Source: an optimization exercise on an open RTL-to-GDS flow (aim: small area and a short achievable clock period). Production flows keep margins and buffers that such runs may drop. In this exercise RTL edits were held to simulation tests only and were not proved equivalent to the original. Power and IR drop assume default switching activity.

File: config.mk
export PLATFORM = sky130hd
export DESIGN_NAME = store_trace_monitor
export DESIGN_NICKNAME = store_trace_monitor
export VERILOG_FILES = /design/flow/design.v
export SDC_FILE = /design/flow/constraint.sdc
export NUM_CORES = 4
export LEC_CHECK = 0
export CAP_MARGIN = 20
export CORE_MARGIN = 2
export CORE_UTILIZATION = 70
export CTS_BUF_LIST = sky130_fd_sc_hd__clkbuf_8
export CTS_CLUSTER_DIAMETER = 55
export CTS_CLUSTER_SIZE = 18
export SETUP_SLACK_MARGIN = 2.1
export SLEW_MARGIN = 20
export TNS_END_PERCENT = 5
File: constraint.sdc
create_clock -name core_clock -period 4.5 [get_ports {clk}]
set_input_delay 0.9000 -clock core_clock [delete_from_list [all_inputs] [get_ports {clk}]]
set_output_delay 0.9000 -clock core_clock [all_outputs]
set_load 0.01 [all_outputs]
File: design.v
package trace_pkg;
    localparam int          STAMP_W   = 16;
    localparam logic [31:0] NO_FINISH = 32'hffff_ffff;
    typedef struct packed {
        logic [STAMP_W-1:0] cycle;
        logic [31:0]        addr;
        logic [31:0]        data;
    } trace_entry_t;
endpackage
module trace_fifo #(
    parameter int DEPTH = 16,
    parameter int EW    = 80
) (
    input  logic          clk,
    input  logic          reset,
    input  logic          push,
    input  logic          ready,       
    input  logic [EW-1:0] push_entry,
    output logic          valid,       
    output logic          full,
    output logic          last,        
    output logic [EW-1:0] head         
);
    localparam int BD = DEPTH - 1;
    logic [EW-1:0] r_mem [0:BD-1];      
    logic [BD-1:0] r_rsel;              
    logic          r_bempty;
    logic          r_hv;
    logic [EW-1:0] r_head;
    logic          w_pop, w_bpush, w_bpop, w_binc, w_bdec, w_selb, w_selin;
    logic [EW-1:0] w_bout;
    assign valid = r_hv;
    assign full  = r_hv & r_rsel[BD-1];
    assign last  = r_hv & r_bempty;
    assign head  = r_head;
    assign w_pop   = r_hv & ready;
    assign w_selb  = r_hv & ~r_bempty;           
    assign w_selin = push & ~w_selb;             
    assign w_bpush = push & r_hv & ~(ready & r_bempty);
    assign w_bpop  = w_pop & ~r_bempty;
    assign w_binc  = w_bpush & ~w_bpop;
    assign w_bdec  = w_bpop & ~w_bpush;
    always_comb begin
        w_bout = '0;
        for (int i = 0; i < BD; i++)
            w_bout = w_bout | ({EW{r_rsel[i]}} & r_mem[i]);
    end
    always_ff @(posedge clk or negedge reset) begin
        if (!reset) begin
            r_rsel   <= BD'(1);
            r_bempty <= 1'b1;
            r_hv     <= 1'b0;
            r_head   <= '0;
        end else begin
            if (w_binc & ~r_bempty)   r_rsel <= {r_rsel[BD-2:0], 1'b0};
            if (w_bdec & ~r_rsel[0])  r_rsel <= {1'b0, r_rsel[BD-1:1]};
            if (w_binc)                   r_bempty <= 1'b0;
            else if (w_bdec & r_rsel[0])  r_bempty <= 1'b1;
            r_hv     <= r_hv ? (~ready | ~r_bempty | push) : push;
            if (~r_hv | ready)
                r_head <= ({EW{w_selb}} & w_bout) | ({EW{w_selin}} & push_entry);
        end
    end
    always_ff @(posedge clk) begin
        if (w_bpush) begin
            r_mem[0] <= push_entry;
            for (int i = 1; i < BD; i++) r_mem[i] <= r_mem[i-1];
        end
    end
endmodule
module store_trace_monitor #(
    parameter int DEPTH   = 16,
    parameter int CYCLE_W = 16,
    parameter int CNT_W   = 16
) (
    input  logic               clk,
    input  logic               reset,
    input  logic [31:0]        pc,
    input  logic [31:0]        pc_finished,
    input  logic               memwrite,
    input  logic [31:0]        aluout,
    input  logic [31:0]        writedata,
    output logic               halt,
    output logic               trace_valid,
    input  logic               trace_ready,
    output logic [CYCLE_W-1:0] trace_cycle,
    output logic [31:0]        trace_addr,
    output logic [31:0]        trace_data,
    output logic               done,
    output logic               overflow,
    output logic [CNT_W-1:0]   store_count,
    output logic [CNT_W-1:0]   drop_count
);
    localparam int EW = CYCLE_W + 64;
    logic               r_halted, r_done;
    logic [CYCLE_W-1:0] r_stamp;       
    logic [CNT_W-1:0]   r_store_cnt;
    logic [CNT_W-1:0]   r_drop_cnt;
    logic               r_ovf;
    logic               w_hit, w_capture, w_pop, w_push, w_drop;
    logic               w_valid, w_full, w_last;
    logic [EW-1:0]      w_head;
    assign w_hit     = (pc == pc_finished);
    assign halt      = w_hit | r_halted;
    assign w_capture = memwrite & ~halt;
    assign w_pop     = w_valid & trace_ready;
    assign w_push    = w_capture & (~w_full | trace_ready);
    assign w_drop    = w_capture & w_full & ~trace_ready;
    trace_fifo #(.DEPTH(DEPTH), .EW(EW)) u_fifo (
        .clk        (clk),
        .reset      (reset),
        .push       (w_push),
        .ready      (trace_ready),
        .push_entry ({r_stamp, aluout, writedata}),
        .valid      (w_valid),
        .full       (w_full),
        .last       (w_last),
        .head       (w_head)
    );
    always_ff @(posedge clk or negedge reset) begin
        if (!reset) begin
            r_halted    <= 1'b0;
            r_done      <= 1'b0;
            r_stamp     <= CYCLE_W'(1);
            r_store_cnt <= '0;
            r_drop_cnt  <= '0;
            r_ovf       <= 1'b0;
        end else begin
            if (w_hit) r_halted <= 1'b1;
            if (r_halted & (~w_valid | (w_pop & w_last))) r_done <= 1'b1;
            if (~r_halted) r_stamp <= r_stamp + CYCLE_W'(1);
            if (w_push && (r_store_cnt != '1)) r_store_cnt <= r_store_cnt + CNT_W'(1);
            if (w_drop) begin
                r_ovf <= 1'b1;
                if (r_drop_cnt != '1) r_drop_cnt <= r_drop_cnt + CNT_W'(1);
            end
        end
    end
    assign trace_valid = w_valid;
    assign {trace_cycle, trace_addr, trace_data} = w_head;
    assign done        = r_done;
    assign overflow    = r_ovf;
    assign store_count = r_store_cnt;
    assign drop_count  = r_drop_cnt;
endmodule
File: flow/run.sh
#!/bin/bash
# The standard layout with two changes:
#  - buffer_ports makes the port buffers from the smallest plain buffer
#    (timing repair upsizes those on critical paths);
#  - after the standard synthesis, fast_halt.py gives the halt port its own
#    shallow comparator (see there); the layout then runs from that netlist.
set -euo pipefail
R=orfs/results/sky130hd/store_trace_monitor/base
KNOBS=(BUFFER_PORTS_ARGS="-buffer_cell sky130_fd_sc_hd__buf_1")
bash standard.sh "${KNOBS[@]}" synth > standard_synth.log 2>&1
python3 flow/fast_halt.py $R/1_2_yosys.v > fast_halt.log 2>&1
rm -f $R/1_synth.odb $R/1_synth.sdc
bash standard.sh "${KNOBS[@]}" finish > standard_flow.log 2>&1
File: flow/fast_halt.py
"""Give the halt port a dedicated, shallow comparator in the synthesized netlist.

halt = (pc == pc_finished) | r_halted. Synthesis maps the compare onto 4-input
NOR/AND gates whose rising edges are slow; this adds a separate balanced tree
of 2-input gates (the per-bit XORs, then NOR/NAND levels) ending in an O21AI
that drives the halt port, and removes the old gate that drove it. The old compare logic still
feeds the rest of the design, so no register or other output changes.
usage: python3 fast_halt.py NETLIST.v
"""
import re
import sys

path = sys.argv[1]
text = open(path).read()

# The instance driving the port net "halt" (the only place the net is used).
uses = [m.start() for m in re.finditer(r"\(halt\)", text)]
if len(uses) != 1:
    sys.exit(f"expected one use of net halt, found {len(uses)}")
start = text.rfind(";", 0, uses[0]) + 1
end = text.find(");", uses[0]) + 2
inst = text[start:end]
print("removing:", " ".join(inst.split()))
text = text[:start] + text[end:]

P = "sky130_fd_sc_hd__"
cells, wires = [], []


def wire(name):
    wires.append(f"  wire {name};")
    return name


# Reuse the synthesized per-bit XOR of pc[i] and pc_finished[i] where there is
# one (its output then also feeds the new tree); otherwise add one.
xors = {}
for m in re.finditer(r"sky130_fd_sc_hd__xor2_\d+\s+\S+\s*\((.*?)\);", text, re.S):
    pins = dict(re.findall(r"\.(\w+)\(([^)]*)\)", m.group(1)))
    ins = {pins.get("A"), pins.get("B")}
    for i in range(32):
        if ins == {f"pc[{i}]", f"pc_finished[{i}]"} and "X" in pins:
            xors.setdefault(i, pins["X"].strip())
lvl = []
for i in range(32):
    if i in xors:
        lvl.append(xors[i])
        continue
    y = wire(f"fh_x{i}")
    cells.append(f"  {P}xor2_1 fh_xor{i} (.A(pc[{i}]), .B(pc_finished[{i}]), .X({y}));")
    lvl.append(y)
print(f"reused {len(xors)} XOR gates")
kinds = ["nor2", "nand2", "nor2", "nand2"]
for n, kind in enumerate(kinds):
    nxt = []
    for j in range(0, len(lvl), 2):
        y = wire(f"fh_l{n}_{j // 2}")
        cells.append(f"  {P}{kind}_1 fh_{kind}_{n}_{j // 2} (.A({lvl[j]}), .B({lvl[j + 1]}), .Y({y}));")
        nxt.append(y)
    lvl = nxt
assert len(lvl) == 2
rhn = wire("fh_rhn")
cells.append(f"  {P}inv_1 fh_inv (.A(r_halted), .Y({rhn}));")
cells.append(f"  {P}o21ai_1 fh_out (.A1({lvl[0]}), .A2({lvl[1]}), .B1({rhn}), .Y(halt));")

k = text.rindex("endmodule")
text = text[:k] + "\n".join(wires + cells) + "\n" + text[k:]
open(path, "w").write(text)
print(f"added {len(cells)} cells")
File: standard.sh
#!/bin/bash
# synth_recipe.tcl (not shown) runs the flow's synth.tcl, then flattens the netlist and writes it again
# the make line also repeats each setting of config.mk as NAME=value (left out here)
make -C /OpenROAD-flow-scripts/flow DESIGN_CONFIG=/design/flow/config.mk WORK_HOME=/design/flow/orfs CLKGATE_MAP_FILE= SYNTH_SCRIPT=/design/flow/synth_recipe.tcl "${@:-finish}"
==> qor.yml, run 1 <==
sta:
  setup_viol: 0
  hold_viol: 0
  fmax_mhz: 367
  slew_headroom: 0.266
  whs_ps: 235
  fin_skew_ps: 53.7
  timing.final.crit_share: 0.605
  worstMarginPinSlew_ps: 1100
  finalMaxSlewViolations: 0
  setup_tns_ps: 0
  rsz0062_at_grt: "true"
  fin_crit_ps: 2720
routing:
  drtPass1Iterations: 7
  drtIter0Drc: 4645
  via_per_inst: 7.24
  drt_drc_violations_left: 0
  antenna_left: 0
  vias: 30200
  routed_wl_um: 130000
  wl_per_cell_um: 31.2
power_and_ir_drop:
  power.leakage_nw: 18.9
  ir_worst_vdd_v: 0.000589
  p_comb_frac: 0.216
  pwr-share-seq: 0.579
  switching_share: 0.338
  p_int_w: 0.0213
  net-switching-power_w: 0.0109
  clkPwrFrac: 0.205
  power_density_nw_per_um2: 588
critical_path:
  cp-end-kind: "output pin"
  cp-startpoint: "pc[28]"
  cp.required_ps: 3600
  path_class: "in2out"
  start_kind: "primary input"
  critPathCapture: "halt"
  cp_data_arrival_time_ps: 1820
  regToRegStartpoint: "u_fifo.r_rsel[14]$_DFFE_PN0P_"
  rr_worst_depth: 5
  crit_fanout: 2
  ff2ff_setup_slack_ps: 2030
  r2r_end: "u_fifo.r_mem[1][25]$_DFFE_PP_"
placement:
  placed_cells: 3959
  gp_congestion: 0.820
  port_buffers: 247
  dp_hpwl_um: 65600
min_path:
  hold_class: "in2async"
global_route:
  antenna_found_initial: 3
  grt_use_met3: 0.0706
  grt_overflow: 0
  grt_max_degree: 106
  grt-busiest-layer: "met2"
  grt_pass1_vias: 29200
  grt_use_met1: 0.493
  grt_usage: 0.335
  grt_pass1_wl_um: 182000
  met2_usage: 0.511
synthesis:
  synth.avg_cell_area_um2: 17.3
  yosysWarnings: 3
  netlist_area_um2: 49700
  syn-num-nets: 3014
  synth_cells: 2879
layout:
  fin_cells: 4174
  nNetsFinal: 3285
  area_growth_pct: 10.0
  drive_gt1_frac: 0.0870
cts:
  cts_tree: "yes"
  cts.clk_slew.worst_paths_ps: 100
  htreeDepth: 3
  cts_root_buffer: "clkbuf_8"
  clockBufferDepth: 3
  cts_buffers: 96
  cts_sinks: 1348
  clk-insertion-delay-late_ps: 750
floorplanning:
  ios: 248
  initial_core_util: 0.709
  core_um2: 70100
  rows: 97
  die_x_um: 271
  die_h_um: 271
  dieArea_um2: 73200
run_status:
  status: "no timing/DRC/antenna violations"
job:
  maxCapViolations: 0
## cell usage in the layout (no fill, tap or decap), types with 5 or more instances in the layout
| master | instances |
|---|---|
| nor3_1 | 9 |
| nand3_1 | 18 |
| buf_12 | 26 |
| clkinv_4 | 5 |
| dfrtp_4 | 14 |
| a221oi_1 | 240 |
| edfxtp_1 | 1200 |
| nand4_1 | 15 |
| buf_4 | 58 |
| inv_6 | 7 |
| buf_6 | 8 |
| nor4_1 | 5 |
| buf_1 | 241 |
| and3_1 | 91 |
| nor2_1 | 190 |
| dfrtp_1 | 131 |
| buf_16 | 7 |
| nand2_1 | 32 |
| clkbuf_8 | 105 |
| a31oi_1 | 81 |
| a22oi_1 | 80 |
| a22o_1 | 240 |
| xor2_1 | 50 |
| inv_1 | 58 |
| bufinv_16 | 6 |
| a21oi_1 | 171 |
| xnor2_1 | 58 |
| o22ai_1 | 13 |
## layer usage
metal  vias up  wire (µm)
li1      12300          -
met1     15200      48400
met2      2390      60300
met3       312      17300
met4         2       4460
met5         -         13
## layout make-up
| class | instances | area, µm² |
|---|---|---|
| antenna | 4 | 10.0 |
| clock buffer | 105 | 1450 |
| clock inverter | 73 | 567 |
| fill | 4003 | 15400 |
| inverter | 21 | 78.8 |
| multi-input combinational | 1332 | 9280 |
| sequential | 1348 | 39800 |
| tap | 940 | 1180 |
| timing repair buffer | 351 | 2360 |
## what timing repair did
| item | 4_1_cts | 5_1_grt |
|---|---|---|
| gates resized for setup | 24 | 23 |
| endpoints found under the setup margin | 1233 | 1193 |
| buffers inserted | 8 | 20 |
| pin swaps | 7 | 10 |
| cloned | 3 | 2 |
| hold buffers | 0 | 0 |
## worst max-delay path, stage by stage
cell and delay (ps):
buf_8 100, xor2_1 150, nor2_1 170, nand2_1 70, nor2_1 110, nand2_1 60
o21ai_1 120, buf_2 160
## power by group through the flow
| stage | Combinational [W] | Sequential, W | Clock, W |
|---|---|---|---|
| detailed placement | 0.00561 | 0.0192 | 0 |
| global route | 0.00729 | 0.0188 | 0.00708 |
| finish | 0.00695 | 0.0186 | 0.00661 |
| CTS | 0.00587 | 0.0189 | 0.00667 |
| floorplan | 0.00335 | 0.0171 | 0 |
| global placement | 0.00547 | 0.0191 | 0 |
## registers in the layout (all words and copies together) (netlist names)
name             flops
u_fifo.r_hv          1
r_ovf                1
u_fifo.r_head       80
r_done               1
u_fifo.r_rsel       15
r_stamp             16
r_store_cnt         16
r_drop_cnt          16
u_fifo.r_mem      1200
r_halted             1
u_fifo.r_bempty      1
## through the flow
stage                      util  area (µm²)  total power [W]  setup WS, ps
final                     0.780       54700           0.0322          1780
after global routing      0.780       54700           0.0331          1690
after CTS                 0.773       54200           0.0314          1730
after detailed placement  0.740       51900           0.0248          1010
after global placement    0.740       51900           0.0246          1100
after floorplan               -       49700           0.0205        -25950
## how the worst min path moves through the flow
stage                     cells past startpoint                             to  slack (ps)                           from
after detailed placement                      0  u_fifo.r_mem[7][18]$_DFFE_PP_         430  u_fifo.r_mem[6][18]$_DFFE_PP_
after floorplan                               0  u_fifo.r_mem[2][78]$_DFFE_PP_         430  u_fifo.r_mem[1][78]$_DFFE_PP_
final                                         1   u_fifo.r_head[7]$_DFFE_PN0P_         240                          reset
after global routing                          1   u_fifo.r_head[7]$_DFFE_PN0P_         240                          reset
after global placement                        0  u_fifo.r_mem[2][74]$_DFFE_PP_         430  u_fifo.r_mem[1][74]$_DFFE_PP_
after CTS                                     1   u_fifo.r_head[3]$_DFFE_PN0P_         220                          reset
==> run 2, diff against run 1 <==
--- a/flow/fast_halt.py
+++ b/flow/fast_halt.py
@@ -4,4 +4,4 @@
 NOR/AND gates whose rising edges are slow; this adds a separate balanced tree
-of 2-input gates (the per-bit XORs, then NOR/NAND levels) ending in an O21AI
-that drives the halt port, and removes the old gate that drove it. The old compare logic still
+of 2-input gates (the per-bit XORs or XNORs, then NOR/NAND levels) ending in a
+gate that drives the halt port, and removes the old gate that drove it. The old compare logic still
 feeds the rest of the design, so no register or other output changes.
@@ -34,21 +34,30 @@
 
-# Reuse the synthesized per-bit XOR of pc[i] and pc_finished[i] where there is
-# one (its output then also feeds the new tree); otherwise add one.
-xors = {}
-for m in re.finditer(r"sky130_fd_sc_hd__xor2_\d+\s+\S+\s*\((.*?)\);", text, re.S):
-    pins = dict(re.findall(r"\.(\w+)\(([^)]*)\)", m.group(1)))
+# Reuse the synthesized per-bit XOR (or XNOR) of pc[i] and pc_finished[i] when
+# every bit has one of the same kind (its output then also feeds the new tree);
+# otherwise add XORs of its own.
+found = {"xor2": {}, "xnor2": {}}
+for m in re.finditer(r"sky130_fd_sc_hd__(xnor2|xor2)_\d+\s+\S+\s*\((.*?)\);", text, re.S):
+    pins = dict(re.findall(r"\.(\w+)\(([^)]*)\)", m.group(2)))
+    out = pins.get("X" if m.group(1) == "xor2" else "Y")
     ins = {pins.get("A"), pins.get("B")}
     for i in range(32):
-        if ins == {f"pc[{i}]", f"pc_finished[{i}]"} and "X" in pins:
-            xors.setdefault(i, pins["X"].strip())
-lvl = []
-for i in range(32):
-    if i in xors:
-        lvl.append(xors[i])
-        continue
-    y = wire(f"fh_x{i}")
-    cells.append(f"  {P}xor2_1 fh_xor{i} (.A(pc[{i}]), .B(pc_finished[{i}]), .X({y}));")
-    lvl.append(y)
-print(f"reused {len(xors)} XOR gates")
-kinds = ["nor2", "nand2", "nor2", "nand2"]
+        if ins == {f"pc[{i}]", f"pc_finished[{i}]"} and out:
+            found[m.group(1)].setdefault(i, out.strip())
+if len(found["xnor2"]) == 32:
+    lvl, match = [found["xnor2"][i] for i in range(32)], True
+elif len(found["xor2"]) == 32:
+    lvl, match = [found["xor2"][i] for i in range(32)], False
+else:
+    lvl, match = [], False
+    for i in range(32):
+        y = wire(f"fh_x{i}")
+        cells.append(f"  {P}xor2_1 fh_xor{i} (.A(pc[{i}]), .B(pc_finished[{i}]), .X({y}));")
+        lvl.append(y)
+print("first level:", "reused XNOR" if match else ("reused XOR" if found["xor2"] and len(found["xor2"]) == 32 else "new XOR"))
+
+# match = 1 per bit (XNOR): NAND/NOR/NAND/NOR leaves two "16 bits match" signals,
+# then halt = NAND(NAND(m0, m1), ~r_halted).
+# mismatch = 1 per bit (XOR): NOR/NAND/NOR/NAND leaves two "16 bits differ somewhere"
+# signals, then halt = O21AI(d0, d1, ~r_halted).
+kinds = ["nand2", "nor2", "nand2", "nor2"] if match else ["nor2", "nand2", "nor2", "nand2"]
 for n, kind in enumerate(kinds):
@@ -63,3 +72,8 @@
 cells.append(f"  {P}inv_1 fh_inv (.A(r_halted), .Y({rhn}));")
-cells.append(f"  {P}o21ai_1 fh_out (.A1({lvl[0]}), .A2({lvl[1]}), .B1({rhn}), .Y(halt));")
+if match:
+    nh = wire("fh_nhit_n")
+    cells.append(f"  {P}nand2_1 fh_nhit (.A({lvl[0]}), .B({lvl[1]}), .Y({nh}));")
+    cells.append(f"  {P}nand2_1 fh_out (.A({nh}), .B({rhn}), .Y(halt));")
+else:
+    cells.append(f"  {P}o21ai_1 fh_out (.A1({lvl[0]}), .A2({lvl[1]}), .B1({rhn}), .Y(halt));")
 
--- a/config.mk
+++ b/config.mk
@@ -11,5 +11,5 @@
 export CTS_BUF_LIST = sky130_fd_sc_hd__clkbuf_8
-export CTS_CLUSTER_DIAMETER = 55
+export CTS_CLUSTER_DIAMETER = 70
 export CTS_CLUSTER_SIZE = 18
-export SETUP_SLACK_MARGIN = 2.1
+export SETUP_SLACK_MARGIN = 2.0
 export SLEW_MARGIN = 20
==> run 2 against run 1 <==
Net effect: still clean; flip-flop and latch count did not move; synthesized cell count is 1.1% lower; final area shrank 1.8%; total power shrank 4.8%; sequential share of layout area is 1.3 points higher; hold slack got worse by 13 ps; routed wire length decreased by 4.7%; utilization is 1.2 points lower; critical path type unchanged; critical endpoint unchanged; largest cell class unchanged.
==> qor.yml, run 2 <==
job:
  maxCapViolations: 0  # unchanged
layout:
  multi_input_area_um2: 9180  # -1.2%
  nNetsFinal: 3229  # -1.7%
  final_cell_mix: "edfxtp_1, a22o_1, a221oi_1"
  fin_cells: 4101  # -1.7%
  fillCellCount: 4099  # +2.4%
  drive_gt1_frac: 0.0769  # -0.0101
  postLayoutCoreUtil: 0.768  # -0.0124
  seq_area_um2: 39800  # unchanged
  biggestRegsByFlops: "u_fifo.r_mem: 1200 flops, u_fifo.r_head: 80 flops"
  largest_reg_flops: 1200  # unchanged
  regMostFlops: "u_fifo.r_mem"
  area_growth_pct: 8.71
  final_common_cell: "edfxtp_1"
sta:
  timing.final.crit_share: 0.620  # +0.0146
  fin_crit_ps: 2790  # +65.8 ps
  setup_ws_ps: 1710  # -65.8 ps
  hold_viol: 0  # unchanged
  finalMaxSlewViolations: 0  # unchanged
  setup_viol: 0  # unchanged
  worstMarginPinSlew_ps: 1150  # +53.5 ps
  rsz0062_at_grt: "true"
  fin_skew_ps: 38.8  # -14.9 ps
  setup_tns_ps: 0  # unchanged
  fmax_mhz: 359  # -2.4%
  slew_headroom: 0.231  # -0.0357
synthesis:
  synth.avg_cell_area_um2: 17.4  # +0.52%
  synth_cells: 2848  # -1.1%
  yosysWarnings: 3  # unchanged
  syn-num-nets: 2983  # -1.0%
  netlist_area_um2: 49500  # -0.56%
floorplanning:
  initial_core_util: 0.706  # -0.00274
  dieArea_um2: 72800  # -0.55%
  die_x_um: 270  # -0.28%
  core_um2: 70000  # -0.17%
  die_h_um: 270  # -0.28%
  ios: 248  # unchanged
  rows: 97  # unchanged
global_route:
  antenna_found_initial: 4  # +1
  grt_overflow: 0  # unchanged
  grt_max_degree: 126  # +19%
  grt_pass1_vias: 28600  # -2.1%
  grt_pass1_wl_um: 179000  # -1.6%
  grt_usage: 0.331  # -0.00379
critical_path:
  crit_fanout: 2  # unchanged
  path_class: "in2out"
  cp_data_arrival_time_ps: 1890  # +70 ps
  start_kind: "primary input"
  cp-end-kind: "output pin"
  cp.required_ps: 3600  # about the same
power_and_ir_drop:
  power.leakage_nw: 18.5  # -1.7%
  power_density_nw_per_um2: 570  # -3.1%
  ir_worst_vdd_v: 0.000386  # -34%
routing:
  drt_drc_violations_left: 0  # unchanged
  drtPass1Iterations: 6  # -1
  highest_layer: "met5"
  wl_per_cell_um: 30.3  # -3.0%
  wl_met1_um: 47700  # -1.3%
  antenna_left: 0  # unchanged
  met2_length_um: 58500  # -3.0%
  wl_met3_um: 14200  # -18%
  via_per_inst: 7.23  # -0.16%
  routed_wl_um: 124000  # -4.7%
  drtIter0Drc: 4192  # -9.8%
  vias: 29600  # -1.9%
cts:
  cts_root_buffer: "clkbuf_8"
  clk-insertion-delay-late_ps: 730  # -20 ps
  cts_hold_buf: 0  # unchanged
  cts_tree: "yes"
  cts_sinks: 1348  # unchanged
  clockBufferDepth: 3  # unchanged
  cts_buffers: 84  # -13%
  cts.clk_slew.worst_paths_ps: 110  # about the same
  htreeDepth: 3  # unchanged
placement:
  port_buffers: 247  # unchanged
  gp_congestion: 0.857  # +4.5%
  pre_cts_ws_ps: 1080  # +70.5 ps
  dp_hpwl_um: 63200  # -3.6%
  placed_cells: 3922  # -0.93%
run_status:
  status: "no timing/DRC/antenna violations"
min_path:
  hold_class: "in2async"
## run 2: cell count changes in the layout (fill, tap and decap cells not counted), moves of 5 or more
cell       previous run  this run
xnor2_1              58        37
clkinv_4              5         0
bufinv_16             6         0
xnor2_2               0        19
nand2_1              32        44
nor2_1              190       180
clkbuf_8            105        90
inv_6                 7         0
inv_1                58        82
xor2_1               50        18
## run 2: final timing paths
path | cells after the start | slack [ps] | start | end
max in group asynchronous | 2 | 3620 | reset | u_fifo.r_rsel[5]$_DFFE_PN0P_
min in group core_clock | 1 | 380 | aluout[15] | u_fifo.r_mem[0][47]$_DFFE_PP_
worst min-delay path | 2 | 220 | reset | u_fifo.r_head[60]$_DFFE_PN0P_
worst max-delay path | 9 | 1710 | pc_finished[13] | halt
worst min register to register | 0 | 450 | u_fifo.r_mem[12][51]$_DFFE_PP_ | u_fifo.r_mem[13][51]$_DFFE_PP_
worst max register to register | 7 | 1790 | u_fifo.r_rsel[14]$_DFFE_PN0P_ | u_fifo.r_head[57]$_DFFE_PN0P_
## run 2: through the flow
| step | area, µm² | hold WS (ps) | power (W) |
|---|---|---|---|
| detailed placement | 51700 | 434 | 0.0248 |
| global placement | 51700 | 429 | 0.0245 |
| finish | 53800 | 223 | 0.0307 |
| floorplan | 49500 | 426 | 0.0205 |
| global route | 53800 | 284 | 0.0317 |
| CTS | 53300 | 292 | 0.0303 |
## run 2: cell type report
type                    instances  share of cell area
repair buffers                338              0.0383
multi-input cells            1301               0.171
inverters                      21             0.00147
well taps                     940              0.0219
clock buffers                  90              0.0230
flip-flops and latches       1348               0.740
diodes                          2           0.0000931
clock inverters                61             0.00426
## run 2: repair_timing
| item | in CTS | in global routing |
|---|---|---|
| buffers inserted | 8 | 18 |
| setup endpoints to repair | 1068 | 1116 |
| pin swaps | 9 | 31 |
| hold endpoints to repair | 0 | 0 |
| resized for setup | 11 | 40 |
## run 2: report_power, final
group          switching (W)  internal (W)  total (W)
Sequential           0.00231        0.0165     0.0188
Clock                0.00367       0.00187    0.00554
Combinational        0.00425       0.00207    0.00632
Total                 0.0102        0.0204     0.0307
## run 2: worst max-delay path, stage by stage
cell     delay, ps
buf_1           90
xnor2_1        260
nand2_1        100
nor2_1         110
nand2_1         60
nor2_1         100
nand2_1         80
nand2_1         80
buf_6          110
## run 2: routing by layer
layer,vias up,global-route usage
met3,265,0.0559
met4,2,0.108
met2,2152,0.512
li1,12100,-
met1,15100,0.493
met5,-,0

## port drivers added, routing unchanged
The results above use ideal ports. As a check the final layouts listed here were re-extracted and re-timed, cells and wires unchanged. Step 1 assumes that a clkbuf_16 drives the clock port and a buf_2 every other input. Step 2 moves the port delays by t, midway between the first and last clock arrival at a register: inputs arrive t later, outputs are due t later. That takes back most of the time a late clock gives input paths. Slacks: no drivers / after step 1 / after step 2; pairs: no drivers / after step 1.
run | shift t [ns] | slack for setup (ns) | worst setup path after step 2 | worst slew at a driven data input, ns
run 1 | 0.801 | 1.778 / 1.740 / 1.198 | input to register | 0.08
run 2 | 0.779 | 1.712 / 1.681 / 0.992 | input to register | 0.12
After both steps setup and hold are still met in every run listed. The setup slack of run 2, which loses most, moves by -0.031 ns with the drivers and by -0.720 ns with both steps.
